Background: an optimization exercise with open tools, aiming at small area, a short achievable clock period and few clock cycles per item. Do not read the settings as production practice. Function was not checked in any run shown here: the RTL went through the layout flow alone.

==> design/flow/design.v <==
package mapu_nxn_pkg;
  localparam logic [1:0] OP_ENC_ADD       = 2'd0;
  localparam logic [1:0] OP_ENC_SUB       = 2'd1;
  localparam logic [1:0] OP_ENC_MUL       = 2'd2;
  localparam logic [1:0] OP_ENC_TRANSPOSE = 2'd3;
  typedef enum logic [1:0] {
    OP_ADD       = OP_ENC_ADD,
    OP_SUB       = OP_ENC_SUB,
    OP_MUL       = OP_ENC_MUL,
    OP_TRANSPOSE = OP_ENC_TRANSPOSE
  } mapu_op_e;
endpackage
import mapu_nxn_pkg::*;
module mapu_nxn_mac_lane (
  input  logic [15:0] a,
  input  logic [15:0] b,
  input  logic [15:0] acc,
  input  logic        cin,
  output logic [15:0] sum,
  output logic        cout,
  output logic        hi,
  output logic        h
);
  logic [15:0] pp [16];
  logic [15:0] bo;
  logic [15:0] x, y;
  always_comb begin
    for (int i = 0; i < 16; i++)
      for (int j = 0; j < 16; j++)
        pp[i][j] = a[i] & b[j];
  end
  always_comb begin
    bo[15] = b[15];
    for (int m = 14; m >= 0; m--) bo[m] = bo[m+1] | b[m];
  end
  always_comb begin
    h = 1'b0;
    for (int i = 1; i < 16; i++) h = h | (a[i] & bo[16-i]);
  end
  logic hs1;
  logic hc2;
  logic fs3;
  logic fc4;
  logic hs5;
  logic hc6;
  logic fs7;
  logic fc8;
  logic fs9;
  logic fc10;
  logic hs11;
  logic hc12;
  logic fs13;
  logic fc14;
  logic fs15;
  logic fc16;
  logic fs17;
  logic fc18;
  logic hs19;
  logic hc20;
  logic hs21;
  logic hc22;
  logic fs23;
  logic fc24;
  logic hs25;
  logic hc26;
  logic fs27;
  logic fc28;
  logic fs29;
  logic fc30;
  logic hs31;
  logic hc32;
  logic fs33;
  logic fc34;
  logic fs35;
  logic fc36;
  logic fs37;
  logic fc38;
  logic hs39;
  logic hc40;
  logic fs41;
  logic fc42;
  logic fs43;
  logic fc44;
  logic fs45;
  logic fc46;
  logic fs47;
  logic fc48;
  logic fs49;
  logic fc50;
  logic fs51;
  logic fc52;
  logic fs53;
  logic fc54;
  logic fs55;
  logic fc56;
  logic fs57;
  logic fc58;
  logic fs59;
  logic fc60;
  logic fs61;
  logic fc62;
  logic fs63;
  logic fc64;
  logic fs65;
  logic fc66;
  logic fs67;
  logic fc68;
  logic fs69;
  logic fc70;
  logic fs71;
  logic fc72;
  logic hs73;
  logic hc74;
  logic fs75;
  logic fc76;
  logic hs77;
  logic hc78;
  logic fs79;
  logic fc80;
  logic fs81;
  logic fc82;
  logic hs83;
  logic hc84;
  logic fs85;
  logic fc86;
  logic fs87;
  logic fc88;
  logic fs89;
  logic fc90;
  logic fs91;
  logic fc92;
  logic fs93;
  logic fc94;
  logic fs95;
  logic fc96;
  logic fs97;
  logic fc98;
  logic fs99;
  logic fc100;
  logic fs101;
  logic fc102;
  logic fs103;
  logic fc104;
  logic fs105;
  logic fc106;
  logic fs107;
  logic fc108;
  logic fs109;
  logic fc110;
  logic fs111;
  logic fc112;
  logic fs113;
  logic fc114;
  logic fs115;
  logic fc116;
  logic fs117;
  logic fc118;
  logic fs119;
  logic fc120;
  logic fs121;
  logic fc122;
  logic fs123;
  logic fc124;
  logic fs125;
  logic fc126;
  logic fs127;
  logic fc128;
  logic fs129;
  logic fc130;
  logic fs131;
  logic fc132;
  logic hs133;
  logic hc134;
  logic fs135;
  logic fc136;
  logic hs137;
  logic hc138;
  logic fs139;
  logic fc140;
  logic fs141;
  logic fc142;
  logic fs143;
  logic fc144;
  logic fs145;
  logic fc146;
  logic fs147;
  logic fc148;
  logic fs149;
  logic fc150;
  logic fs151;
  logic fc152;
  logic fs153;
  logic fc154;
  logic fs155;
  logic fc156;
  logic fs157;
  logic fc158;
  logic fs159;
  logic fc160;
  logic fs161;
  logic fc162;
  logic fs163;
  logic fc164;
  logic fs165;
  logic fc166;
  logic fs167;
  logic fc168;
  logic fs169;
  logic fc170;
  logic fs171;
  logic fc172;
  logic fs173;
  logic fc174;
  logic fs175;
  logic fc176;
  logic fs177;
  logic fc178;
  logic fs179;
  logic fc180;
  logic fs181;
  logic fc182;
  logic hs183;
  logic hc184;
  logic fs185;
  logic fc186;
  logic fs187;
  logic fc188;
  logic fs189;
  logic fc190;
  logic fs191;
  logic fc192;
  logic fs193;
  logic fc194;
  logic fs195;
  logic fc196;
  logic fs197;
  logic fc198;
  logic fs199;
  logic fc200;
  logic fs201;
  logic fc202;
  logic fs203;
  logic fc204;
  logic fs205;
  logic fc206;
  logic fs207;
  logic fc208;
  logic fs209;
  logic fc210;
  logic hs211;
  logic hc212;
  logic fs213;
  logic fc214;
  logic fs215;
  logic fc216;
  logic fs217;
  logic fc218;
  logic fs219;
  logic fc220;
  logic fs221;
  logic fc222;
  logic fs223;
  logic fc224;
  logic fs225;
  logic fc226;
  logic fs227;
  logic fc228;
  logic fs229;
  logic fc230;
  logic fs231;
  logic fc232;
  logic fs233;
  logic fc234;
  logic fs235;
  logic fc236;
  logic fs237;
  logic fc238;
  logic fs239;
  logic fc240;
  logic fs241;
  logic fc242;
  assign hs1 = pp[0][12] ^ pp[1][11];
  assign hc2 = pp[0][12] & pp[1][11];
  assign {fc4, fs3} = {1'b0, pp[0][13]} + {1'b0, pp[1][12]} + {1'b0, pp[2][11]};
  assign hs5 = pp[3][10] ^ pp[4][9];
  assign hc6 = pp[3][10] & pp[4][9];
  assign {fc8, fs7} = {1'b0, pp[0][14]} + {1'b0, pp[1][13]} + {1'b0, pp[2][12]};
  assign {fc10, fs9} = {1'b0, pp[3][11]} + {1'b0, pp[4][10]} + {1'b0, pp[5][9]};
  assign hs11 = pp[6][8] ^ pp[7][7];
  assign hc12 = pp[6][8] & pp[7][7];
  assign {fc14, fs13} = {1'b0, pp[0][15]} + {1'b0, pp[1][14]} + {1'b0, pp[2][13]};
  assign {fc16, fs15} = {1'b0, pp[3][12]} + {1'b0, pp[4][11]} + {1'b0, pp[5][10]};
  assign {fc18, fs17} = {1'b0, pp[6][9]} + {1'b0, pp[7][8]} + {1'b0, pp[8][7]};
  assign hs19 = pp[9][6] ^ pp[10][5];
  assign hc20 = pp[9][6] & pp[10][5];
  assign hs21 = pp[0][8] ^ pp[1][7];
  assign hc22 = pp[0][8] & pp[1][7];
  assign {fc24, fs23} = {1'b0, pp[0][9]} + {1'b0, pp[1][8]} + {1'b0, pp[2][7]};
  assign hs25 = pp[3][6] ^ pp[4][5];
  assign hc26 = pp[3][6] & pp[4][5];
  assign {fc28, fs27} = {1'b0, pp[0][10]} + {1'b0, pp[1][9]} + {1'b0, pp[2][8]};
  assign {fc30, fs29} = {1'b0, pp[3][7]} + {1'b0, pp[4][6]} + {1'b0, pp[5][5]};
  assign hs31 = pp[6][4] ^ pp[7][3];
  assign hc32 = pp[6][4] & pp[7][3];
  assign {fc34, fs33} = {1'b0, pp[0][11]} + {1'b0, pp[1][10]} + {1'b0, pp[2][9]};
  assign {fc36, fs35} = {1'b0, pp[3][8]} + {1'b0, pp[4][7]} + {1'b0, pp[5][6]};
  assign {fc38, fs37} = {1'b0, pp[6][5]} + {1'b0, pp[7][4]} + {1'b0, pp[8][3]};
  assign hs39 = pp[9][2] ^ pp[10][1];
  assign hc40 = pp[9][2] & pp[10][1];
  assign {fc42, fs41} = {1'b0, hs1} + {1'b0, pp[2][10]} + {1'b0, pp[3][9]};
  assign {fc44, fs43} = {1'b0, pp[4][8]} + {1'b0, pp[5][7]} + {1'b0, pp[6][6]};
  assign {fc46, fs45} = {1'b0, pp[7][5]} + {1'b0, pp[8][4]} + {1'b0, pp[9][3]};
  assign {fc48, fs47} = {1'b0, pp[10][2]} + {1'b0, pp[11][1]} + {1'b0, pp[12][0]};
  assign {fc50, fs49} = {1'b0, hc2} + {1'b0, fs3} + {1'b0, hs5};
  assign {fc52, fs51} = {1'b0, pp[5][8]} + {1'b0, pp[6][7]} + {1'b0, pp[7][6]};
  assign {fc54, fs53} = {1'b0, pp[8][5]} + {1'b0, pp[9][4]} + {1'b0, pp[10][3]};
  assign {fc56, fs55} = {1'b0, pp[11][2]} + {1'b0, pp[12][1]} + {1'b0, pp[13][0]};
  assign {fc58, fs57} = {1'b0, fc4} + {1'b0, hc6} + {1'b0, fs7};
  assign {fc60, fs59} = {1'b0, fs9} + {1'b0, hs11} + {1'b0, pp[8][6]};
  assign {fc62, fs61} = {1'b0, pp[9][5]} + {1'b0, pp[10][4]} + {1'b0, pp[11][3]};
  assign {fc64, fs63} = {1'b0, pp[12][2]} + {1'b0, pp[13][1]} + {1'b0, pp[14][0]};
  assign {fc66, fs65} = {1'b0, fc8} + {1'b0, fc10} + {1'b0, hc12};
  assign {fc68, fs67} = {1'b0, fs13} + {1'b0, fs15} + {1'b0, fs17};
  assign {fc70, fs69} = {1'b0, hs19} + {1'b0, pp[11][4]} + {1'b0, pp[12][3]};
  assign {fc72, fs71} = {1'b0, pp[13][2]} + {1'b0, pp[14][1]} + {1'b0, pp[15][0]};
  assign hs73 = pp[0][5] ^ pp[1][4];
  assign hc74 = pp[0][5] & pp[1][4];
  assign {fc76, fs75} = {1'b0, pp[0][6]} + {1'b0, pp[1][5]} + {1'b0, pp[2][4]};
  assign hs77 = pp[3][3] ^ pp[4][2];
  assign hc78 = pp[3][3] & pp[4][2];
  assign {fc80, fs79} = {1'b0, pp[0][7]} + {1'b0, pp[1][6]} + {1'b0, pp[2][5]};
  assign {fc82, fs81} = {1'b0, pp[3][4]} + {1'b0, pp[4][3]} + {1'b0, pp[5][2]};
  assign hs83 = pp[6][1] ^ pp[7][0];
  assign hc84 = pp[6][1] & pp[7][0];
  assign {fc86, fs85} = {1'b0, hs21} + {1'b0, pp[2][6]} + {1'b0, pp[3][5]};
  assign {fc88, fs87} = {1'b0, pp[4][4]} + {1'b0, pp[5][3]} + {1'b0, pp[6][2]};
  assign {fc90, fs89} = {1'b0, pp[7][1]} + {1'b0, pp[8][0]} + {1'b0, acc[8]};
  assign {fc92, fs91} = {1'b0, hc22} + {1'b0, fs23} + {1'b0, hs25};
  assign {fc94, fs93} = {1'b0, pp[5][4]} + {1'b0, pp[6][3]} + {1'b0, pp[7][2]};
  assign {fc96, fs95} = {1'b0, pp[8][1]} + {1'b0, pp[9][0]} + {1'b0, acc[9]};
  assign {fc98, fs97} = {1'b0, fc24} + {1'b0, hc26} + {1'b0, fs27};
  assign {fc100, fs99} = {1'b0, fs29} + {1'b0, hs31} + {1'b0, pp[8][2]};
  assign {fc102, fs101} = {1'b0, pp[9][1]} + {1'b0, pp[10][0]} + {1'b0, acc[10]};
  assign {fc104, fs103} = {1'b0, fc28} + {1'b0, fc30} + {1'b0, hc32};
  assign {fc106, fs105} = {1'b0, fs33} + {1'b0, fs35} + {1'b0, fs37};
  assign {fc108, fs107} = {1'b0, hs39} + {1'b0, pp[11][0]} + {1'b0, acc[11]};
  assign {fc110, fs109} = {1'b0, fc34} + {1'b0, fc36} + {1'b0, fc38};
  assign {fc112, fs111} = {1'b0, hc40} + {1'b0, fs41} + {1'b0, fs43};
  assign {fc114, fs113} = {1'b0, fs45} + {1'b0, fs47} + {1'b0, acc[12]};
  assign {fc116, fs115} = {1'b0, fc42} + {1'b0, fc44} + {1'b0, fc46};
  assign {fc118, fs117} = {1'b0, fc48} + {1'b0, fs49} + {1'b0, fs51};
  assign {fc120, fs119} = {1'b0, fs53} + {1'b0, fs55} + {1'b0, acc[13]};
  assign {fc122, fs121} = {1'b0, fc50} + {1'b0, fc52} + {1'b0, fc54};
  assign {fc124, fs123} = {1'b0, fc56} + {1'b0, fs57} + {1'b0, fs59};
  assign {fc126, fs125} = {1'b0, fs61} + {1'b0, fs63} + {1'b0, acc[14]};
  assign {fc128, fs127} = {1'b0, fc58} + {1'b0, fc60} + {1'b0, fc62};
  assign {fc130, fs129} = {1'b0, fc64} + {1'b0, fs65} + {1'b0, fs67};
  assign {fc132, fs131} = {1'b0, fs69} + {1'b0, fs71} + {1'b0, acc[15]};
  assign hs133 = pp[0][3] ^ pp[1][2];
  assign hc134 = pp[0][3] & pp[1][2];
  assign {fc136, fs135} = {1'b0, pp[0][4]} + {1'b0, pp[1][3]} + {1'b0, pp[2][2]};
  assign hs137 = pp[3][1] ^ pp[4][0];
  assign hc138 = pp[3][1] & pp[4][0];
  assign {fc140, fs139} = {1'b0, hs73} + {1'b0, pp[2][3]} + {1'b0, pp[3][2]};
  assign {fc142, fs141} = {1'b0, pp[4][1]} + {1'b0, pp[5][0]} + {1'b0, acc[5]};
  assign {fc144, fs143} = {1'b0, hc74} + {1'b0, fs75} + {1'b0, hs77};
  assign {fc146, fs145} = {1'b0, pp[5][1]} + {1'b0, pp[6][0]} + {1'b0, acc[6]};
  assign {fc148, fs147} = {1'b0, fc76} + {1'b0, hc78} + {1'b0, fs79};
  assign {fc150, fs149} = {1'b0, fs81} + {1'b0, hs83} + {1'b0, acc[7]};
  assign {fc152, fs151} = {1'b0, fc80} + {1'b0, fc82} + {1'b0, hc84};
  assign {fc154, fs153} = {1'b0, fs85} + {1'b0, fs87} + {1'b0, fs89};
  assign {fc156, fs155} = {1'b0, fc86} + {1'b0, fc88} + {1'b0, fc90};
  assign {fc158, fs157} = {1'b0, fs91} + {1'b0, fs93} + {1'b0, fs95};
  assign {fc160, fs159} = {1'b0, fc92} + {1'b0, fc94} + {1'b0, fc96};
  assign {fc162, fs161} = {1'b0, fs97} + {1'b0, fs99} + {1'b0, fs101};
  assign {fc164, fs163} = {1'b0, fc98} + {1'b0, fc100} + {1'b0, fc102};
  assign {fc166, fs165} = {1'b0, fs103} + {1'b0, fs105} + {1'b0, fs107};
  assign {fc168, fs167} = {1'b0, fc104} + {1'b0, fc106} + {1'b0, fc108};
  assign {fc170, fs169} = {1'b0, fs109} + {1'b0, fs111} + {1'b0, fs113};
  assign {fc172, fs171} = {1'b0, fc110} + {1'b0, fc112} + {1'b0, fc114};
  assign {fc174, fs173} = {1'b0, fs115} + {1'b0, fs117} + {1'b0, fs119};
  assign {fc176, fs175} = {1'b0, fc116} + {1'b0, fc118} + {1'b0, fc120};
  assign {fc178, fs177} = {1'b0, fs121} + {1'b0, fs123} + {1'b0, fs125};
  assign {fc180, fs179} = {1'b0, fc122} + {1'b0, fc124} + {1'b0, fc126};
  assign {fc182, fs181} = {1'b0, fs127} + {1'b0, fs129} + {1'b0, fs131};
  assign hs183 = pp[0][2] ^ pp[1][1];
  assign hc184 = pp[0][2] & pp[1][1];
  assign {fc186, fs185} = {1'b0, hs133} + {1'b0, pp[2][1]} + {1'b0, pp[3][0]};
  assign {fc188, fs187} = {1'b0, hc134} + {1'b0, fs135} + {1'b0, hs137};
  assign {fc190, fs189} = {1'b0, fc136} + {1'b0, hc138} + {1'b0, fs139};
  assign {fc192, fs191} = {1'b0, fc140} + {1'b0, fc142} + {1'b0, fs143};
  assign {fc194, fs193} = {1'b0, fc144} + {1'b0, fc146} + {1'b0, fs147};
  assign {fc196, fs195} = {1'b0, fc148} + {1'b0, fc150} + {1'b0, fs151};
  assign {fc198, fs197} = {1'b0, fc152} + {1'b0, fc154} + {1'b0, fs155};
  assign {fc200, fs199} = {1'b0, fc156} + {1'b0, fc158} + {1'b0, fs159};
  assign {fc202, fs201} = {1'b0, fc160} + {1'b0, fc162} + {1'b0, fs163};
  assign {fc204, fs203} = {1'b0, fc164} + {1'b0, fc166} + {1'b0, fs167};
  assign {fc206, fs205} = {1'b0, fc168} + {1'b0, fc170} + {1'b0, fs171};
  assign {fc208, fs207} = {1'b0, fc172} + {1'b0, fc174} + {1'b0, fs175};
  assign {fc210, fs209} = {1'b0, fc176} + {1'b0, fc178} + {1'b0, fs179};
  assign hs211 = pp[0][0] ^ acc[0];
  assign hc212 = pp[0][0] & acc[0];
  assign {fc214, fs213} = {1'b0, pp[0][1]} + {1'b0, pp[1][0]} + {1'b0, acc[1]};
  assign {fc216, fs215} = {1'b0, hs183} + {1'b0, pp[2][0]} + {1'b0, acc[2]};
  assign {fc218, fs217} = {1'b0, hc184} + {1'b0, fs185} + {1'b0, acc[3]};
  assign {fc220, fs219} = {1'b0, fc186} + {1'b0, fs187} + {1'b0, acc[4]};
  assign {fc222, fs221} = {1'b0, fc188} + {1'b0, fs189} + {1'b0, fs141};
  assign {fc224, fs223} = {1'b0, fc190} + {1'b0, fs191} + {1'b0, fs145};
  assign {fc226, fs225} = {1'b0, fc192} + {1'b0, fs193} + {1'b0, fs149};
  assign {fc228, fs227} = {1'b0, fc194} + {1'b0, fs195} + {1'b0, fs153};
  assign {fc230, fs229} = {1'b0, fc196} + {1'b0, fs197} + {1'b0, fs157};
  assign {fc232, fs231} = {1'b0, fc198} + {1'b0, fs199} + {1'b0, fs161};
  assign {fc234, fs233} = {1'b0, fc200} + {1'b0, fs201} + {1'b0, fs165};
  assign {fc236, fs235} = {1'b0, fc202} + {1'b0, fs203} + {1'b0, fs169};
  assign {fc238, fs237} = {1'b0, fc204} + {1'b0, fs205} + {1'b0, fs173};
  assign {fc240, fs239} = {1'b0, fc206} + {1'b0, fs207} + {1'b0, fs177};
  assign {fc242, fs241} = {1'b0, fc208} + {1'b0, fs209} + {1'b0, fs181};
  assign x = {fc240, fc238, fc236, fc234, fc232, fc230, fc228, fc226, fc224, fc222, fc220, fc218, fc216, fc214, hc212, hs211};
  assign y = {fs241, fs239, fs237, fs235, fs233, fs231, fs229, fs227, fs225, fs223, fs221, fs219, fs217, fs215, fs213, cin};
  logic [15:0] pg, pp_, gg0;
  assign pg = x & y;
  assign pp_ = x ^ y;
  logic sg0_1, sp0_1;
  assign sg0_1 = pg[1] | (pp_[1] & pg[0]);
  assign sp0_1 = pp_[1] & pp_[0];
  logic sg0_3, sp0_3;
  assign sg0_3 = pg[3] | (pp_[3] & pg[2]);
  assign sp0_3 = pp_[3] & pp_[2];
  logic sg0_5, sp0_5;
  assign sg0_5 = pg[5] | (pp_[5] & pg[4]);
  assign sp0_5 = pp_[5] & pp_[4];
  logic sg0_7, sp0_7;
  assign sg0_7 = pg[7] | (pp_[7] & pg[6]);
  assign sp0_7 = pp_[7] & pp_[6];
  logic sg0_9, sp0_9;
  assign sg0_9 = pg[9] | (pp_[9] & pg[8]);
  assign sp0_9 = pp_[9] & pp_[8];
  logic sg0_11, sp0_11;
  assign sg0_11 = pg[11] | (pp_[11] & pg[10]);
  assign sp0_11 = pp_[11] & pp_[10];
  logic sg0_13, sp0_13;
  assign sg0_13 = pg[13] | (pp_[13] & pg[12]);
  assign sp0_13 = pp_[13] & pp_[12];
  logic sg0_15, sp0_15;
  assign sg0_15 = pg[15] | (pp_[15] & pg[14]);
  assign sp0_15 = pp_[15] & pp_[14];
  logic sg1_2, sp1_2;
  assign sg1_2 = pg[2] | (pp_[2] & sg0_1);
  assign sp1_2 = pp_[2] & sp0_1;
  logic sg1_3, sp1_3;
  assign sg1_3 = sg0_3 | (sp0_3 & sg0_1);
  assign sp1_3 = sp0_3 & sp0_1;
  logic sg1_6, sp1_6;
  assign sg1_6 = pg[6] | (pp_[6] & sg0_5);
  assign sp1_6 = pp_[6] & sp0_5;
  logic sg1_7, sp1_7;
  assign sg1_7 = sg0_7 | (sp0_7 & sg0_5);
  assign sp1_7 = sp0_7 & sp0_5;
  logic sg1_10, sp1_10;
  assign sg1_10 = pg[10] | (pp_[10] & sg0_9);
  assign sp1_10 = pp_[10] & sp0_9;
  logic sg1_11, sp1_11;
  assign sg1_11 = sg0_11 | (sp0_11 & sg0_9);
  assign sp1_11 = sp0_11 & sp0_9;
  logic sg1_14, sp1_14;
  assign sg1_14 = pg[14] | (pp_[14] & sg0_13);
  assign sp1_14 = pp_[14] & sp0_13;
  logic sg1_15, sp1_15;
  assign sg1_15 = sg0_15 | (sp0_15 & sg0_13);
  assign sp1_15 = sp0_15 & sp0_13;
  logic sg2_4, sp2_4;
  assign sg2_4 = pg[4] | (pp_[4] & sg1_3);
  assign sp2_4 = pp_[4] & sp1_3;
  logic sg2_5, sp2_5;
  assign sg2_5 = sg0_5 | (sp0_5 & sg1_3);
  assign sp2_5 = sp0_5 & sp1_3;
  logic sg2_6, sp2_6;
  assign sg2_6 = sg1_6 | (sp1_6 & sg1_3);
  assign sp2_6 = sp1_6 & sp1_3;
  logic sg2_7, sp2_7;
  assign sg2_7 = sg1_7 | (sp1_7 & sg1_3);
  assign sp2_7 = sp1_7 & sp1_3;
  logic sg2_12, sp2_12;
  assign sg2_12 = pg[12] | (pp_[12] & sg1_11);
  assign sp2_12 = pp_[12] & sp1_11;
  logic sg2_13, sp2_13;
  assign sg2_13 = sg0_13 | (sp0_13 & sg1_11);
  assign sp2_13 = sp0_13 & sp1_11;
  logic sg2_14, sp2_14;
  assign sg2_14 = sg1_14 | (sp1_14 & sg1_11);
  assign sp2_14 = sp1_14 & sp1_11;
  logic sg2_15, sp2_15;
  assign sg2_15 = sg1_15 | (sp1_15 & sg1_11);
  assign sp2_15 = sp1_15 & sp1_11;
  logic sg3_8, sp3_8;
  assign sg3_8 = pg[8] | (pp_[8] & sg2_7);
  assign sp3_8 = pp_[8] & sp2_7;
  logic sg3_9, sp3_9;
  assign sg3_9 = sg0_9 | (sp0_9 & sg2_7);
  assign sp3_9 = sp0_9 & sp2_7;
  logic sg3_10, sp3_10;
  assign sg3_10 = sg1_10 | (sp1_10 & sg2_7);
  assign sp3_10 = sp1_10 & sp2_7;
  logic sg3_11, sp3_11;
  assign sg3_11 = sg1_11 | (sp1_11 & sg2_7);
  assign sp3_11 = sp1_11 & sp2_7;
  logic sg3_12, sp3_12;
  assign sg3_12 = sg2_12 | (sp2_12 & sg2_7);
  assign sp3_12 = sp2_12 & sp2_7;
  logic sg3_13, sp3_13;
  assign sg3_13 = sg2_13 | (sp2_13 & sg2_7);
  assign sp3_13 = sp2_13 & sp2_7;
  logic sg3_14, sp3_14;
  assign sg3_14 = sg2_14 | (sp2_14 & sg2_7);
  assign sp3_14 = sp2_14 & sp2_7;
  logic sg3_15, sp3_15;
  assign sg3_15 = sg2_15 | (sp2_15 & sg2_7);
  assign sp3_15 = sp2_15 & sp2_7;
  assign sum = {pp_[15] ^ sg3_14, pp_[14] ^ sg3_13, pp_[13] ^ sg3_12, pp_[12] ^ sg3_11, pp_[11] ^ sg3_10, pp_[10] ^ sg3_9, pp_[9] ^ sg3_8, pp_[8] ^ sg2_7, pp_[7] ^ sg2_6, pp_[6] ^ sg2_5, pp_[5] ^ sg2_4, pp_[4] ^ sg1_3, pp_[3] ^ sg1_2, pp_[2] ^ sg0_1, pp_[1] ^ pg[0], pp_[0]};
  assign cout = sg3_15;
  assign hi = fc14 | fc16 | fc18 | hc20 | fc66 | fc68 | fc70 | fc72 | fc128 | fc130 | fc132 | fc180 | fc182 | fc210 | fc242;
endmodule
module mapu_nxn_row_unit
#(
  parameter int DATA_WIDTH = 16,
  parameter int N          = 4,
  parameter int SATURATE   = 0
) (
  input  logic                      mul,
  input  logic                      sub,
  input  logic [N*DATA_WIDTH-1:0]   a_lane,    
  input  logic [N*DATA_WIDTH-1:0]   b_row,
  input  logic [N*DATA_WIDTH-1:0]   acc_row,
  output logic [N*DATA_WIDTH-1:0]   res_row,
  output logic [N-1:0]              cout,      
  output logic [N-1:0]              of_c1,     
  output logic [N-1:0]              of_c0      
);
  localparam int DW = DATA_WIDTH;
  logic [N-1:0] hi, h;
  for (genvar c = 0; c < N; c++) begin : g_lane
    mapu_nxn_mac_lane u_lane (
      .a     (a_lane[c*DW +: DW]),
      .b     (b_row[c*DW +: DW]),
      .acc   (acc_row[c*DW +: DW]),
      .cin   (sub),
      .sum   (res_row[c*DW +: DW]),
      .cout  (cout[c]),
      .hi    (hi[c]),
      .h     (h[c])
    );
    assign of_c1[c] = ~sub | h[c];
    assign of_c0[c] = (hi[c] ^ sub) | h[c];
  end
endmodule
import mapu_nxn_pkg::*;
module mapu_nxn
#(
  parameter int DATA_WIDTH = 16,
  parameter int N          = 4,
  parameter int SATURATE   = 0
) (
  input  logic                     clk,
  input  logic                     reset_n,
  input  logic                     i_en,
  input  logic [1:0]               i_op,
  output logic                     o_of,
  input  logic                     i_vld,
  output logic                     o_rdy,
  input  logic [N*DATA_WIDTH-1:0]  i_row,
  output logic                     o_vld,
  input  logic                     i_rdy,
  output logic [N*DATA_WIDTH-1:0]  o_row
);
  localparam int DW = DATA_WIDTH;
  localparam int RW = N * DW;
  localparam int IW = $clog2(N);
  localparam logic [IW-1:0] LAST = IW'(N - 1);
  logic [RW-1:0] a_q [N];
  logic [RW-1:0] c_q [N];
  logic [RW-1:0] r_q;
  logic [DW-1:0] ae_q [N];    
  logic [RW-1:0] ae_lanes;
  logic          selt_q;      
  logic          selc_q;      
  logic          sela_q;      
  logic          sub_q;       
  logic [N-1:0]  of_q;        
  logic [IW:0]   in_cnt_q, in_cnt_d;    
  logic [1:0]    in_op_q, in_op_d;
  logic          r_vld_q, r_vld_d;
  logic [IW-1:0] r_k_q, r_k_d;
  logic [1:0]    r_op_q, r_op_d;
  logic [IW-1:0] pass_q, pass_d;        
  logic          t_pend_q, t_pend_d;    
  logic          c_own_q, c_own_d;      
  logic          c_vld_q, c_vld_d;      
  logic [IW-1:0] out_q, out_d;
  logic          rdy_q, rdy_d;
  logic in_a, take, deliver, c_free, step, copy, r_mul, r_last, op_done, a_shift;
  logic take_dp, shift_dp, c_free_dp, step_dp, copy_dp;
  logic [RW-1:0] a_head_d;
  logic [RW-1:0] acc_row;
  logic [RW-1:0] a_col;
  logic [RW-1:0] alu_row;
  logic [N-1:0]  alu_cout, alu_of1, alu_of0, of_keep;
  assign in_a    = ~in_cnt_q[IW];
  assign r_mul   = (r_op_q == OP_ENC_MUL);
  assign r_last  = ~r_mul | (pass_q == LAST);
  assign take    = i_en & i_vld & rdy_q;
  assign deliver = i_en & c_vld_q & i_rdy;
  assign c_free  = ~c_vld_q | (deliver & (out_q == LAST));
  assign step    = r_vld_q & (c_own_q | c_free);
  assign copy    = t_pend_q & c_free;
  assign op_done = step & r_last & (r_k_q == LAST);
  assign a_shift = (take & in_a) | step;
  assign take_dp   = i_vld & rdy_q;
  assign shift_dp  = c_vld_q & i_rdy;
  assign c_free_dp = ~c_vld_q | (i_rdy & (out_q == LAST));
  assign step_dp   = r_vld_q & (c_own_q | c_free_dp);
  assign copy_dp   = t_pend_q & c_free_dp;
  always_comb begin
    in_cnt_d = in_cnt_q;
    in_op_d  = in_op_q;
    r_vld_d  = r_vld_q;
    r_k_d    = r_k_q;
    r_op_d   = r_op_q;
    pass_d   = pass_q;
    t_pend_d = t_pend_q;
    c_own_d  = c_own_q;
    c_vld_d  = c_vld_q;
    out_d    = out_q;
    if (deliver) begin
      out_d = out_q + 1'b1;
      if (out_q == LAST) c_vld_d = 1'b0;
    end
    if (step) begin
      c_own_d = ~op_done;
      pass_d  = r_mul ? pass_q + 1'b1 : '0;
      if (r_last) r_vld_d = 1'b0;
      if (op_done) begin
        c_vld_d = 1'b1;
        out_d   = '0;
      end
    end
    if (copy) begin
      t_pend_d = 1'b0;
      c_vld_d  = 1'b1;
      out_d    = '0;
    end
    if (take) begin
      if (in_cnt_q == '0) in_op_d = i_op;
      if (in_a) begin
        if (in_cnt_q == (IW+1)'(N - 1) && in_op_q == OP_ENC_TRANSPOSE) begin
          in_cnt_d = '0;
          t_pend_d = 1'b1;
        end else begin
          in_cnt_d = in_cnt_q + 1'b1;
        end
      end else begin
        in_cnt_d = in_cnt_q + 1'b1;
        r_vld_d  = 1'b1;
        r_k_d    = in_cnt_q[IW-1:0];
        r_op_d   = in_op_q;
        pass_d   = '0;
      end
    end
    if (!i_en) begin
      in_cnt_d = '0;
      r_vld_d  = 1'b0;
      pass_d   = '0;
      t_pend_d = 1'b0;
      c_own_d  = 1'b0;
      c_vld_d  = 1'b0;
      out_d    = '0;
    end
    if (~in_cnt_d[IW])
      rdy_d = ~t_pend_d & (~r_vld_d | (c_own_d & (r_op_d != OP_ENC_MUL || pass_d == LAST)));
    else
      rdy_d = ~r_vld_d | ((r_op_d != OP_ENC_MUL || pass_d == LAST) & (c_own_d | ~c_vld_d));
  end
  assign a_head_d = a_shift ? a_q[1] : a_q[0];
  always_comb begin
    for (int c = 0; c < N; c++) a_col[c*DW +: DW] = a_q[c][(N-1)*DW +: DW];
  end
  always_comb begin
    for (int c = 0; c < N; c++) ae_lanes[c*DW +: DW] = ae_q[c];
  end
  assign acc_row  = ({RW{selc_q}} & c_q[0]) | ({RW{sela_q}} & a_q[0]) | ({RW{selt_q}} & a_col);
  mapu_nxn_row_unit #(
    .DATA_WIDTH (DATA_WIDTH),
    .N          (N),
    .SATURATE   (SATURATE)
  ) u_row_unit (
    .mul     (r_mul),
    .sub     (sub_q),
    .a_lane  (ae_lanes),
    .b_row   (r_q),
    .acc_row (acc_row),
    .res_row (alu_row),
    .cout    (alu_cout),
    .of_c1   (alu_of1),
    .of_c0   (alu_of0)
  );
  always_ff @(posedge clk) begin
    if ((take_dp & in_a) | step_dp) begin
      for (int j = 0; j < N - 1; j++) a_q[j] <= a_q[j+1];
      a_q[N-1] <= (take_dp & in_a) ? i_row : a_q[0];
    end
    if (take_dp & ~in_a) r_q <= (in_op_q == OP_ENC_SUB) ? ~i_row : i_row;
    for (int c = 0; c < N; c++)
      ae_q[c] <= t_pend_d ? '0 : (r_op_d == OP_ENC_MUL) ? a_head_d[r_k_d*DW +: DW] :
                 r_vld_d ? DW'(1) : DW'(c);
    selc_q  <= ~t_pend_d & (r_op_d == OP_ENC_MUL) & (r_k_d != '0);
    sela_q  <= ~t_pend_d & (r_op_d != OP_ENC_MUL);
    sub_q   <= ~t_pend_d & (r_op_d == OP_ENC_SUB);
    selt_q  <= t_pend_d;
    if (copy_dp | step_dp | shift_dp) begin
      for (int j = 0; j < N - 1; j++)
        for (int c = 0; c < N; c++)
          c_q[j][c*DW +: DW] <= copy_dp ? a_q[c][j*DW +: DW] : c_q[j+1][c*DW +: DW];
      c_q[N-1] <= alu_row;
    end
    if (copy_dp) of_q <= '0;
    else begin
      if (step_dp)
        for (int c = 0; c < N; c++)
          of_q[c] <= alu_cout[c] ? (of_keep[c] | alu_of1[c]) : (of_keep[c] | alu_of0[c]);
    end
  end
  always_ff @(posedge clk or negedge reset_n) begin
    if (!reset_n) begin
      in_cnt_q <= '0;
      in_op_q  <= OP_ENC_ADD;
      r_vld_q  <= 1'b0;
      r_k_q    <= '0;
      r_op_q   <= OP_ENC_ADD;
      pass_q   <= '0;
      t_pend_q <= 1'b0;
      c_own_q  <= 1'b0;
      c_vld_q  <= 1'b0;
      out_q    <= '0;
      rdy_q    <= 1'b1;
    end else begin
      in_cnt_q <= in_cnt_d;
      in_op_q  <= in_op_d;
      r_vld_q  <= r_vld_d;
      r_k_q    <= r_k_d;
      r_op_q   <= r_op_d;
      pass_q   <= pass_d;
      t_pend_q <= t_pend_d;
      c_own_q  <= c_own_d;
      c_vld_q  <= c_vld_d;
      out_q    <= out_d;
      rdy_q    <= rdy_d;
    end
  end
  assign o_rdy = rdy_q;
  assign o_vld = c_vld_q;
  assign o_row = c_q[0];
  assign of_keep = ((r_k_q == '0) & (pass_q == '0)) ? '0 : of_q;
  assign o_of  = |of_q;
endmodule
==> design/flow/flow/run.sh <==
#!/bin/bash
# Standard ORFS layout (the standard.sh) with two changes: repair_timing aims at a setup
# margin of 11 ns under the design's SDC, and the port buffers are buf_2 cells.
bash standard.sh SETUP_SLACK_MARGIN=11 "BUFFER_PORTS_ARGS=-buffer_cell sky130_fd_sc_hd__buf_2" finish > standard.log 2>&1
==> design/flow/standard.sh <==
#!/bin/bash
# synth_recipe.tcl (not shown) runs the flow's synth.tcl, then flattens the netlist and writes it again
# the make line also repeats each setting of config.mk as NAME=value (left out here)
make -C /OpenROAD-flow-scripts/flow DESIGN_CONFIG=/design/flow/config.mk WORK_HOME=/design/flow/orfs CLKGATE_MAP_FILE= SYNTH_SCRIPT=/design/flow/synth_recipe.tcl "${@:-finish}"
==> design/flow/config.mk <==
export PLATFORM = sky130hd
export DESIGN_NAME = mapu_nxn
export DESIGN_NICKNAME = mapu_nxn
export VERILOG_FILES = /design/flow/design.v
export SDC_FILE = /design/flow/constraint.sdc
export NUM_CORES = 4
export LEC_CHECK = 0
export CAP_MARGIN = 20
export CORE_MARGIN = 2
export CORE_UTILIZATION = 70
export SLEW_MARGIN = 20
==> design/flow/constraint.sdc <==
create_clock -name core_clock -period 16.0 [get_ports {clk}]
set_input_delay 3.2000 -clock core_clock [delete_from_list [all_inputs] [get_ports {clk}]]
set_output_delay 3.2000 -clock core_clock [all_outputs]
set_load 0.01 [all_outputs]
==> results of run 1 <==
-- logic make-up after synthesis --
family,count (synthesis),synth area share
multiplexers,201,0.0552
buffers and inverters,556,0.0509
flip-flops,620,0.444
AND/OR/NAND/NOR,1144,0.129
XOR/XNOR,107,0.0228
AO/OA/AOI/OAI,245,0.0452
adder cells (fa/ha/maj),566,0.253
-- cell usage in the layout, fill, tap and decap left out, types with 9 or more instances in the layout --
cell | netlist | final
a211oi_1 | 13 | 13
a21o_1 | 13 | 13
a21oi_1 | 61 | 49
a21oi_2 | 1 | 10
a222oi_1 | 65 | 65
and2_1 | 230 | 226
and3_1 | 9 | 9
buf_12 | 0 | 25
buf_2 | 0 | 137
buf_4 | 1 | 101
buf_8 | 0 | 10
clkbuf_16 | 0 | 70
clkinv_1 | 1 | 12
clkinv_2 | 0 | 9
dfrtp_1 | 17 | 16
dfxtp_1 | 26 | 15
edfxtp_1 | 576 | 576
fa_1 | 440 | 436
ha_1 | 126 | 118
inv_1 | 363 | 361
mux2_2 | 196 | 196
nand2_1 | 662 | 659
nand2b_1 | 11 | 10
nand3_1 | 102 | 101
nor2_1 | 49 | 48
nor3_1 | 16 | 12
nor4_1 | 15 | 11
o21ai_0 | 25 | 23
or3_1 | 12 | 10
xnor2_1 | 84 | 83
xor2_1 | 23 | 23
-- state kept, by name (all words and copies together), names as in the netlist --
register  cells
a_q         256
c_q         256
r_q          64
ae_q         18
of_q          4
in_cnt_q      3
in_op_q       2
out_q         2
pass_q        2
r_k_q         2
r_op_q        2
c_own_q       1
c_vld_q       1
r_vld_q       1
rdy_q         1
sela_q        1
selc_q        1
selt_q        1
sub_q         1
t_pend_q      1
-- cell usage after synthesis (all sizes together), types with 11 or more instances --
cell and instances:
a211oi 13, a21o 13, a21oi 62, a222oi 65
and2 231, buf 23, clkbuf 169, dfrtp 17
dfxtp 26, edfxtp 576, fa 440, ha 126
inv 363, mux2 196, nand2 662, nand2b 11
nand3 102, nor2 49, nor3 16, nor4 15
o21ai 27, or3 14, xnor2 84, xor2 23
-- worst max-delay path, stage by stage --
cell       delay (ps)
buf_2             120
a21bo_2           340
o2111ai_2         560
a22o_1            480
a2111oi_4         390
nand3_1           120
nor4_1            220
nor3_1             90
-- area by class of cell --
class | instances | area, um^2 | area share
diodes | 6 | 15.0 | 0.000323
clock buffers | 76 | 1730 | 0.0372
clock inverters | 45 | 502 | 0.0108
inverters | 364 | 1370 | 0.0294
multi-input cells | 2269 | 21100 | 0.454
flip-flops and latches | 620 | 18300 | 0.393
well taps | 765 | 957 | 0.0206
repair buffers | 293 | 2540 | 0.0546
-- worst paths after layout --
| path | startpoint | endpoint | slack [ps] |
|---|---|---|---|
| max in group asynchronous | reset_n | rdy_q | 13140 |
| setup / recovery | i_rdy | of_q[0] | 10940 |
| min in group asynchronous | reset_n | r_k_q[1] | 2530 |
| hold reg to reg | a_q[3][46] | a_q[2][46] | 440 |
| hold / removal | a_q[3][46] | a_q[2][46] | 440 |
| setup reg to reg | ae_q[1][2] | c_q[3][15] | 10970 |
-- per-stage QoR --
stage               cell area (um^2)  std cells
floorplan                      41200       3439
finish                         46600       4438
CTS                            45600       4364
detailed placement             42400       4190
global placement               42400       4189
global route                   46500       4435
-- routing by layer --
layer / track usage / vias up
met5: 0 / -
li1: - / 11912
met1: 0.600 / 14750
met3: 0.162 / 669
met4: 0.262 / 12
met2: 0.668 / 2703
-- repair_timing --
item | 4_1_cts | 5_1_grt
setup endpoints to repair | 487 | 236
buffers inserted | 42 | 64
pin swaps | 16 | 27
gates resized for setup | 70 | 63
cloned | 11 | 4
endpoints found under the hold margin | 0 | 0
hold buffers | 0 | 0
==> flow_summary_export.csv, run 1 <==
group,metric,value,unit
detailed_routing,antenna_left,0,
die,die_y,246,um
cts,clk_pin_slew,70,ps
global_routing,antenna_found_initial,13,
sta,relSlewSlack,0.223,
synthesis,ys_types,76,
setup_path,worstSetupStartpointType,"input pin",
synthesis,synth-edff-count,576,
synthesis,postSynthAreaPerCell,12.0,um^2
cts,cts_sinks,620,
cts,cts_tree,"built",
setup_path,cp.arrival,5540,ps
cts,cts_made_buffers,66,
global_routing,grt_pass1_vias,30594,
sta,finalCriticalPeriod,5060,ps
setup_path,critical_path_class,"in2reg",
die,chipWidth,246,um
global_routing,grt_pass1_wl,197000,um
sta,max_clock_freq,0.198,GHz
cts,cts_max_level,3,
synthesis,async_flop_share,0.0290,
run,maxCapViolCount,0,
global_routing,grt_max_degree,84,
synthesis,yosys.area.top_type,"edfxtp_1",
setup_path,end_kind,"flip-flop",
sta,clock_skew,24.4,ps
sta,rsz0062_at_grt,"yes",
cts,clock_tree.root_cell,"clkbuf_16",
die,io_pins,138,
synthesis,synth_seq_area_share,0.444,
status,status,"finished clean",
synthesis,synth-seq-cells,620,
detailed_routing,wirelength_met1,44600,um
sta,setup_tns,0,ps
detailed_routing,top_layer,"met5",
sta,fin_crit_sh,0.316,
sta,finalHoldViolCount,0,
die,start_util,0.710,
die,core-area,57900,um^2
detailed_routing,wl_met3,22600,um
detailed_routing,totalWireLength,138000,um
final_layout,fill_cells,3308,
sta,worstMarginPinSlew,1170,ps
final_layout,nets,4251,
final_layout,fin_util,0.804,
synthesis,synth.top_cell.area_share,0.421,
die,row_count,88,
place,routabilityCongestion,0.932,
detailed_routing,num_vias,30046,
detailed_routing,route.met2.wl,59600,um
die,die_area,60700,um^2
sta,holdWs,440,ps
sta,maxSlewViolCount,0,
synthesis,yosys_warnings,6,
place,portBuffers,137,
min_path,hold_depth,0,
setup_path,cp.required,16480,ps
final_layout,drive_above_1_share,0.186,
detailed_routing,drc_errors,0,
setup_path,cp_max_fo,7,
detailed_routing,viasPerCell,6.77,
synthesis,syn_area,41100,um^2
detailed_routing,drt-initial-drc-count,4704,
final_layout,area_delta_synth_final,13.3,%
synthesis,synthFlopType,"edfxtp_1",
detailed_routing,firstDrtPassIters,8,
global_routing,grt_usage,0.458,
sta,fin_ws,10940,ps
setup_path,r2r_cells,15,
synthesis,synthCells,3439,
synthesis,synth_top_cells_by_area,"edfxtp_1 (42%), fa_1 (21%), nand2_1 (6.0%)",
detailed_routing,wl_per_cell,31.0,um
place,dp_hpwl,87900,um
synthesis,syn-num-nets,4076,
cts,clock_latency,620,ps
sta,setup_violations,0,
min_path,hold_class,"reg2reg",
cts,clk_path_buf_depth,3,
global_routing,overflow,0,
place,place_ws,8420,ps
==> inputs of run 2 (changes only) <==
--- a/design/flow/config.mk
+++ b/design/flow/config.mk
@@ -7,5 +7,7 @@
 export LEC_CHECK = 0
 export CAP_MARGIN = 20
 export CORE_MARGIN = 2
-export CORE_UTILIZATION = 70
+export CORE_UTILIZATION = 60
+export CTS_BUF_LIST = sky130_fd_sc_hd__clkbuf_8
+export CTS_CLUSTER_SIZE = 30
 export SLEW_MARGIN = 20
==> flow_summary_export.csv, run 2 <==
group,metric,value,unit
final_layout,reg_top3,"a_q (256), c_q (256), r_q (64)",
global_routing,grt_pass1_vias,29956,
cts,clock_latency,750,ps
die,die_area,70600,um^2
setup_path,crit_path_top_delay_cell,"fa_1",
detailed_routing,num_vias,29999,
synthesis,synth.top_cell.area_share,0.421,
final_layout,final_cell_mix,"nand2_1 (657), edfxtp_1 (576), fa_1 (425), inv_1 (388), and2_1 (224)",
global_routing,grt_max_degree,152,
synthesis,postSynthAreaPerCell,12.0,um^2
synthesis,synthCells,3439,
sta,relSlewSlack,0.240,
setup_path,cp_max_fo,10,
place,dp_hpwl,91900,um
setup_path,critPathCapture,"c_q[3][15]",
detailed_routing,wl_per_cell,30.6,um
setup_path,worstSetupStartpointType,"flip-flop",
detailed_routing,antenna_left,0,
synthesis,ys_types,76,
setup_path,rrSetupSlack,11020,ps
setup_path,cp_common_cell,"fa_1",
sta,setup_violations,0,
cts,cts_made_buffers,105,
final_layout,finalNonFillerCells,4643,
sta,setup_tns,0,ps
global_routing,grt_usage,0.392,
detailed_routing,drt-initial-drc-count,4040,
final_layout,layout.cells.most_common,"nand2_1",
setup_path,r2r-end,"c_q[3][15]",
die,core-area,67500,um^2
place,routabilityCongestion,0.951,
sta,worstMarginPinSlew,1140,ps
setup_path,crit_chain,"buf_12 > buf_8 > and2_1 > ha_1 > inv_1 > fa_1 > fa_1 > fa_1 > fa_1 > fa_1 > inv_1 > ha_1 > or3_1 > o21ai_0 > nor2_1 > xnor2_1",
global_routing,antenna_found_initial,12,
place,portBuffers,137,
sta,clock_skew,57.8,ps
detailed_routing,totalWireLength,142000,um
die,start_util,0.609,
synthesis,synthFlopType,"edfxtp_1",
global_routing,grt_pass1_wl,198000,um
setup_path,cp-startpoint,"ae_q[2][0]",
setup_path,r2r_cells,16,
min_path,hold_class,"reg2reg",
synthesis,synth_seq_area_share,0.444,
detailed_routing,firstDrtPassIters,8,
sta,max_clock_freq,0.201,GHz
synthesis,async_flop_share,0.0290,
final_layout,nets,4304,
detailed_routing,viasPerCell,6.46,
synthesis,yosys_warnings,6,
cts,cts_sinks,620,
setup_path,rr_startpoint,"ae_q[2][0]",
setup_path,cp.arrival,5450,ps
run,maxCapViolCount,0,
sta,finalCriticalPeriod,4980,ps
final_layout,drive_above_1_share,0.204,
setup_path,critical_path_class,"reg2reg",
synthesis,yosys.area.top_type,"edfxtp_1",
sta,fin_crit_sh,0.311,
cts,clock_tree.root_cell,"clkbuf_8",
synthesis,synth_common_cells,"nand2_1 (662), edfxtp_1 (576), fa_1 (440), inv_1 (363), and2_1 (230)",
detailed_routing,drc_errors,0,
sta,rsz0062_at_grt,"yes",
place,place_inst,4295,
die,chipWidth,266,um
setup_path,max_stage_delay,520,ps
die,die_y,266,um
die,row_count,95,
cts,cts_tree,"built",
cts,cts_max_level,3,
sta,maxSlewViolCount,0,
final_layout,area_delta_synth_final,13.8,%
synthesis,synth-edff-count,576,
setup_path,end_kind,"flip-flop",
sta,finalHoldViolCount,0,
status,status,"finished clean",
cts,clk_path_buf_depth,3,
synthesis,synth-seq-cells,620,
synthesis,synth_top_cells_by_area,"edfxtp_1 (42%), fa_1 (21%), nand2_1 (6.0%)",
setup_path,cp.required,16470,ps
synthesis,syn_area,41100,um^2
cts,clk_pin_slew,70,ps
die,io_pins,138,
global_routing,overflow,0,
synthesis,synth.most_common_cell,"nand2_1",
synthesis,syn-num-nets,4076,
run 2: cell types whose count changed in the layout (fill, tap and decap cells not counted), moves of 6 or more:
cell / change
fa_2: +11
clkbuf_8: +114
diode_2: +9
fa_1: -11
clkbuf_16: -60
inv_1: +27
clkbuf_1: -7
buf_6: +7
clkinv_2: +11
clkinv_4: -6
run 2: worst min-delay path by stage:
stage | startpoint | end | slack [ps] | cells after the start
6_report | a_q[3][31] | a_q[2][31] | 430 | 0
2_1_floorplan | a_q[2][0] | a_q[1][0] | 420 | 0
5_1_grt | a_q[3][31] | a_q[2][31] | 430 | 0
4_1_cts | a_q[3][31] | a_q[2][31] | 420 | 0
3_5_place_dp | a_q[2][8] | a_q[1][8] | 430 | 0
3_3_place_gp | a_q[2][15] | a_q[1][15] | 420 | 0
run 2: cells by family (layout without fill, tap and decap cells):
group,Yosys count,after routing,share of synthesized area
adders and majority gates,566,566,0.253
AOI/OAI and AO/OA,245,245,0.0452
and+or+nand+nor,1144,1148,0.129
xor gates and xnor gates,107,107,0.0228
DFF,620,620,0.444
other,0,15,0
muxes,201,201,0.0552
buffers and inverters,556,868,0.0509
run 2: critical path: cells and delay by family, from the launching register on:
| family | cells | cell delay [ps] |
|---|---|---|
| adder cells (fa/ha/maj) | 7 | 2960 |
| AND/OR/NAND/NOR | 3 | 620 |
| buffers and inverters | 4 | 420 |
| flip-flops | 1 | 350 |
| AO/OA/AOI/OAI | 1 | 210 |
| XOR/XNOR | 1 | 140 |
run 2: area by class of cell:
cell class | count | area (um^2)
multi-input combinational | 2267 | 21200
fill | 4896 | 20700
sequential | 620 | 18300
timing repair buffer | 309 | 2740
clock buffer | 115 | 1580
inverter | 364 | 1370
tap | 873 | 1090
clock inverter | 80 | 483
antenna | 15 | 37.5
run 2: per-stage QoR:
stage	cell area, um^2	setup slack [ps]	util	hold slack [ps]
3_3_place_gp	42500	9420	0.630	423
2_1_floorplan	41200	2640	-	420
6_report	46800	11020	0.693	431
5_1_grt	46800	10860	0.693	429
3_5_place_dp	42600	9330	0.630	431
4_1_cts	45300	10900	0.671	417
run 2: what timing repair did:
| action | 4_1_cts | 5_1_grt |
|---|---|---|
| setup buffers | 38 | 82 |
| gates cloned | 6 | 11 |
| hold buffers | 0 | 0 |
| endpoints found under the setup margin | 268 | 307 |
| resized for setup | 56 | 102 |
| pin swaps | 8 | 58 |
run 2: layer usage:
| layer | global-route usage | wire length (um) | vias to the layer above |
|---|---|---|---|
| li1 | - | - | 12040 |
| met4 | 0.179 | 7820 | 2 |
| met3 | 0.108 | 20600 | 462 |
| met2 | 0.572 | 61300 | 2379 |
| met5 | 0 | 13 | - |
| met1 | 0.554 | 52500 | 15116 |
==> inputs of run 3 (changes only) <==
==> design/flow/config.mk (replaced) <==
export PLATFORM = sky130hd
export DESIGN_NAME = mapu_nxn
export DESIGN_NICKNAME = mapu_nxn
export VERILOG_FILES = /design/flow/design.v
export SDC_FILE = /design/flow/constraint.sdc
export NUM_CORES = 4
export LEC_CHECK = 0
export CAP_MARGIN = 40
export CORE_MARGIN = 2
export CORE_UTILIZATION = 60
export SLEW_MARGIN = 40
==> flow_summary_export.csv, run 3 <==
group,metric,value,unit
die,core-area,67500,um^2
sta,max_clock_freq,0.200,GHz
die,die_y,266,um
synthesis,synth-seq-cells,620,
synthesis,synth_compound_gate_area_share,0.0452,
synthesis,synthFlopType,"edfxtp_1",
synthesis,yosys.area.top_type,"edfxtp_1",
synthesis,synthMuxAreaShare,0.0552,
setup_path,cp_top_family,"adder cells",
setup_path,cp.required,16570,ps
synthesis,synth_seq_area_share,0.444,
final_layout,reg_top3,"a_q (256), c_q (256), r_q (64)",
final_layout,final_cell_mix,"nand2_1 (658), edfxtp_1 (576), fa_1 (429), inv_1 (356), and2_1 (222)",
sta,relSlewSlack,0.389,
synthesis,synth.top_cell.area_share,0.421,
final_layout,drive_above_1_share,0.188,
cts,ctsHoldBuffers,0,
global_routing,overflow,0,
place,dp_hpwl,92400,um
cts,cts_tree,"built",
die,row_count,95,
synthesis,ys_types,76,
synthesis,synth-edff-count,576,
synthesis,yosys_warnings,6,
cts,cts_sinks,620,
cts,cts_max_level,3,
setup_path,path_depth,15,
cts,clock_latency,640,ps
synthesis,postSynthAreaPerCell,12.0,um^2
global_routing,antenna_found_initial,12,
die,chipWidth,266,um
min_path,hold_class,"reg2reg",
sta,worstMarginPinSlew,917,ps
min_path,hold_depth,0,
sta,maxSlewViolCount,0,
cts,clk_pin_slew,60,ps
sta,rsz0062_at_grt,"yes",
detailed_routing,antenna_left,0,
sta,clock_skew,44.3,ps
synthesis,syn_area,41100,um^2
detailed_routing,num_vias,29375,
status,status,"finished clean",
synthesis,synth_top_family_by_area,"adder cells",
sta,finalCriticalPeriod,5000,ps
final_layout,finalNonFillerCells,4543,
synthesis,synth_common_cells,"nand2_1 (662), edfxtp_1 (576), fa_1 (440), inv_1 (363), and2_1 (230)",
setup_path,crit_path_top_delay_cell,"edfxtp_1",
run,maxCapViolCount,0,
global_routing,grt_usage,0.382,
synthesis,async_flop_share,0.0290,
detailed_routing,drt-initial-drc-count,4079,
synthesis,synthCells,3439,
cts,cts_made_buffers,69,
sta,setup_tns,0,ps
setup_path,end_kind,"flip-flop",
final_layout,nets,4248,
final_layout,layout.cells.most_common,"nand2_1",
detailed_routing,wl_per_cell,30.1,um
final_layout,fill_cells,4986,
synthesis,yosys.area_share.simple,0.129,
synthesis,synth_top_cells_by_area,"edfxtp_1 (42%), fa_1 (21%), nand2_1 (6.0%)",
die,die_area,70600,um^2
place,routabilityCongestion,0.951,
final_layout,area_delta_synth_final,13.3,%
synthesis,syn-num-nets,4076,
detailed_routing,firstDrtPassIters,8,
setup_path,cp_common_cell,"fa_1",
setup_path,crit_buf_inv,1,
synthesis,synth.most_common_cell,"nand2_1",
setup_path,critical_path_class,"reg2reg",
setup_path,cp_max_fo,8,
sta,holdWs,432,ps
setup_path,cp.arrival,5570,ps
global_routing,grt_pass1_wl,194000,um
detailed_routing,viasPerCell,6.47,
setup_path,r2r_cells,15,
die,io_pins,138,
detailed_routing,drc_errors,0,
synthesis,synth_fa_ha_area_frac,0.253,
cts,clock_tree.root_cell,"clkbuf_16",
place,place_inst,4304,
sta,fin_crit_sh,0.313,
detailed_routing,totalWireLength,137000,um
setup_path,worstSetupStartpointType,"flip-flop",
synthesis,synth_xor_xnor_area_share,0.0228,
place,portBuffers,137,
sta,setup_violations,0,
setup_path,crit_chain,"nand2_2 > fa_1 > fa_1 > fa_1 > inv_1 > fa_1 > fa_1 > fa_1 > ha_1 > nor4_2 > nand4_1 > nor3_2 > a21oi_1 > xnor2_1 > a21oi_1",
cts,clk_path_buf_depth,3,
global_routing,grt_max_degree,152,
sta,finalHoldViolCount,0,
global_routing,grt_pass1_vias,29358,
die,start_util,0.609,
setup_path,max_stage_delay,610,ps
==> run 3: cell counts after synthesis <==
No cell type changed its count.
==> run 3: logic make-up after synthesis <==
group / Yosys count
adders and majority gates: 566
muxes: 201
xor gates and xnor gates: 107
and+or+nand+nor: 1144
buffers and inverters: 556
DFF: 620
AOI/OAI and AO/OA: 245
==> run 3: final timing paths <==
path                             from    endpoint  slack [ps]
hold / removal             a_q[3][39]  a_q[2][39]         430
max in group asynchronous     reset_n       rdy_q       13160
setup / recovery              r_q[41]     of_q[2]       11000
setup reg to reg              r_q[41]     of_q[2]       11000
min in group asynchronous     reset_n    out_q[1]        2520
hold reg to reg            a_q[3][39]  a_q[2][39]         430
==> run 3: layer usage <==
metal / GRT usage / vias to the layer above / wire length, um
li1: - / 11906 / -
met1: 0.547 / 14937 / 52200
met2: 0.552 / 2144 / 59400
met3: 0.0943 / 384 / 17800
met4: 0.183 / 4 / 7550
met5: 0 / - / 25
==> run 3: final cells by class <==
type,instances,area [um^2],area share
Tap cell,873,1090,0.0235
Clock buffer,89,1900,0.0409
Antenna cell,8,20.0,0.000430
Multi-Input combinational cell,2264,21000,0.452
Sequential cell,620,18300,0.393
Timing Repair Buffer,292,2460,0.0528
Inverter,364,1370,0.0295
Clock inverter,33,368,0.00790
==> run 3: through the flow <==
stage	worst slack, ps	util	instance area (um^2)
3_3_place_gp	9420	0.630	42500
4_1_cts	10940	0.673	45400
3_5_place_dp	9870	0.632	42700
5_1_grt	10900	0.690	46600
6_report	11000	0.690	46600
2_1_floorplan	2640	-	41200
==> run 3: timing repair <==
item	4_1_cts	5_1_grt
gates resized for setup	55	67
pin swaps	5	27
gates cloned	1	11
setup endpoints to repair	329	123
setup buffers	31	63
==> inputs of run 4 (changes only) <==
--- a/design/flow/config.mk
+++ b/design/flow/config.mk
@@ -5,6 +5,7 @@
 export SDC_FILE = /design/flow/constraint.sdc
 export NUM_CORES = 4
 export LEC_CHECK = 0
+export ABC_AREA = 1
 export CAP_MARGIN = 40
 export CORE_MARGIN = 2
 export CORE_UTILIZATION = 60
==> flow_summary_export.csv, run 4 <==
group,metric,value,unit
detailed_routing,num_vias,31338,
synthesis,synth.top_cell.area_share,0.412,
detailed_routing,wl_per_cell,25.2,um
final_layout,area_delta_synth_final,13.7,%
place,place_ws,9260,ps
setup_path,cp.arrival,5520,ps
setup_path,critical_path_class,"in2reg",
cts,cts_sinks,620,
synthesis,synth_seq_area_share,0.435,
global_routing,grt_max_degree,100,
setup_path,r2r_cells,22,
die,chipWidth,268,um
detailed_routing,drt-initial-drc-count,4144,
final_layout,nets,5039,
synthesis,ys_types,52,
global_routing,grt_pass1_wl,198000,um
sta,worstMarginPinSlew,920,ps
place,portBuffers,137,
setup_path,cp.required,16300,ps
synthesis,async_flop_share,0.0290,
cts,ctsHoldBuffers,0,
sta,fin_crit_sh,0.326,
place,routabilityCongestion,0.901,
final_layout,reg_top3,"a_q (256), c_q (256), r_q (64)",
synthesis,synth-seq-cells,620,
place,dp_hpwl,90300,um
sta,rsz0062_at_grt,"yes",
final_layout,final_cell_mix,"nand2_1 (1,354), inv_1 (730), edfxtp_1 (576), fa_1 (410), o21ai_0 (142)",
cts,cts_tree,"built",
final_layout,layout.cells.most_common,"nand2_1",
final_layout,drive_above_1_share,0.118,
synthesis,synthCells,4257,
detailed_routing,antenna_left,0,
cts,clock_latency,620,ps
sta,setup_violations,0,
final_layout,multi_input_area,20500,um^2
global_routing,grt_pass1_vias,29966,
die,die_area,72100,um^2
synthesis,yosys.area.top_type,"edfxtp_1",
synthesis,syn_area,42000,um^2
global_routing,antenna_found_initial,5,
detailed_routing,totalWireLength,136000,um
cts,clk_pin_slew,60,ps
die,core-area,68900,um^2
run,maxCapViolCount,0,
sta,setup_tns,0,ps
sta,max_clock_freq,0.192,GHz
die,die_y,268,um
synthesis,synthFlopType,"edfxtp_1",
final_layout,final-seq-area,18300,um^2
cts,clock_tree.root_cell,"clkbuf_16",
synthesis,yosys_warnings,6,
die,row_count,96,
setup_path,end_kind,"flip-flop",
global_routing,overflow,0,
cts,cts_made_buffers,71,
cts,clk_path_buf_depth,3,
status,status,"finished clean",
global_routing,grt_usage,0.386,
sta,finalCriticalPeriod,5220,ps
synthesis,synth.most_common_cell,"nand2_1",
setup_path,cp_max_fo,62,
sta,finalHoldViolCount,0,
synthesis,postSynthAreaPerCell,9.86,um^2
cts,cts_max_level,3,
detailed_routing,viasPerCell,5.81,
synthesis,synth-edff-count,576,
setup_path,worstSetupStartpointType,"input pin",
min_path,hold_class,"reg2reg",
synthesis,synth_common_cells,"nand2_1 (1,368), inv_1 (739), edfxtp_1 (576), fa_1 (440), o21ai_0 (151)",
sta,maxSlewViolCount,0,
synthesis,synth_top_cells_by_area,"edfxtp_1 (41%), fa_1 (21%), nand2_1 (12%)",
final_layout,fill_cells,5384,
synthesis,syn-num-nets,4894,
min_path,hold_depth,0,
die,start_util,0.609,
sta,fin_ws,10780,ps
detailed_routing,firstDrtPassIters,6,
die,io_pins,138,
detailed_routing,drc_errors,0,
sta,relSlewSlack,0.386,
sta,clock_skew,20.0,ps
-- run 4: cell types whose count changed after synthesis, sizes merged, moves of 20 or more --
cell | before | now
nand2 | 662 | 1371
inv | 363 | 747
and2 | 231 | 1
mux2 | 196 | 1
o21ai | 27 | 182
xor2 | 23 | 92
xnor2 | 84 | 16
a222oi | 65 | 0
buf | 23 | 72
nor2 | 49 | 96
a21oi | 62 | 101
a22o | 1 | 40
clkbuf | 169 | 149
-- run 4: metrics by stage --
stage               hold WS (ps)  utilization  instance area, um^2  cells
floorplan                    426            -                42100   4257
global placement             429        0.630                43400   5157
detailed placement           432        0.631                43500   5159
CTS                          443        0.686                47300   5369
global route                 454        0.692                47700   5392
finish                       440        0.692                47700   5393
-- run 4: cell type report --
cell class | instances | share of cell area
Inverter | 747 | 0.0593
Sequential cell | 620 | 0.384
Multi-Input combinational cell | 2672 | 0.429
Tap cell | 931 | 0.0244
Antenna cell | 1 | 0.0000524
Clock buffer | 96 | 0.0405
Timing Repair Buffer | 290 | 0.0552
Clock inverter | 36 | 0.00828
-- run 4: logic make-up (layout without fill, tap and decap cells) --
logic type / Yosys count / count (layout) / synth area share
simple gates: 1601 / 1604 / 0.151
buf+inv: 968 / 1169 / 0.0895
flops: 620 / 620 / 0.435
fa+ha+maj: 566 / 566 / 0.247
compound gates: 393 / 393 / 0.0544
xor+xnor: 108 / 108 / 0.0225
mux: 1 / 1 / 0.000268
other cells: 0 / 1 / 0
-- run 4: critical path, stage by stage --
cell and delay (ps):
buf_2 130, nand2_8 70, nor2_2 110, buf_4 300
inv_4 260, nand2_8 330, buf_16 270, buf_16 330
bufbuf_16 430
-- run 4: path summary, 6_finish.rpt --
| check | slack, ps | end | startpoint |
|---|---|---|---|
| setup reg to reg | 10790 | of_q[3] | r_q[57] |
| min in group asynchronous | 2540 | out_q[1] | reset_n |
| hold / removal | 440 | a_q[2][39] | a_q[3][39] |
| hold reg to reg | 440 | a_q[2][39] | a_q[3][39] |
| setup / recovery | 10780 | a_q[0][12] | i_vld |
| max in group asynchronous | 13120 | rdy_q | reset_n |
-- run 4: routing by layer --
metal  up-vias  track usage  wire length, um
li1      13584            -                -
met3       343       0.0974            17200
met5         -            0               31
met1     15460        0.571            54600
met2      1945        0.549            57400
met4         6        0.155             6760
-- run 4: timing repair --
item                                    4_1_cts  5_1_grt
pin swaps                                    42       26
endpoints found under the setup margin      465      180
gates resized for setup                     128       55
gates cloned                                 17        0
setup buffers                                61       22

## afterwards: timing with drivers on the ports
Ports are ideal in the flow. The routed layouts listed here were re-timed in OpenROAD.
Step 1 (the two cells are an assumption about what drives the block):
set clk [get_ports {clk}]
set_driving_cell -lib_cell sky130_fd_sc_hd__clkbuf_16 $clk
set_driving_cell -lib_cell sky130_fd_sc_hd__buf_2 [delete_from_list [all_inputs] $clk]
Step 2, shift: input delay + t, output delay - t, t = (earliest + latest rising clock arrival at the registers) / 2. This alone moves slack from input paths to output paths.
Three values: ideal, step 1, step 2; two values: the first two.
| run | shift t [ns] | setup slack, ns | worst hold slack (ns) | slew at the worst register clock pin (ns) | worst data-port slew with drivers (ns) |
|---|---|---|---|---|---|
| run 1 | 0.664 | 10.939 / 10.957 / 10.310 | 0.440 / 0.440 / 0.440 | 0.07 / 0.07 | 0.12 |
| run 2 | 0.783 | 11.022 / 10.987 / 10.278 | 0.431 / 0.431 / 0.431 | 0.07 / 0.07 | 0.12 |
| run 3 | 0.682 | 10.997 / 10.957 / 10.444 | 0.432 / 0.432 / 0.432 | 0.06 / 0.06 | 0.12 |
| run 4 | 0.669 | 10.781 / 10.789 / 10.150 | 0.440 / 0.440 / 0.440 | 0.07 / 0.07 | 0.10 |
After both steps every run listed still meets setup and hold. For run 2, which loses most, drivers alone change the setup slack by -0.035 ns; drivers and shift together by -0.744 ns.
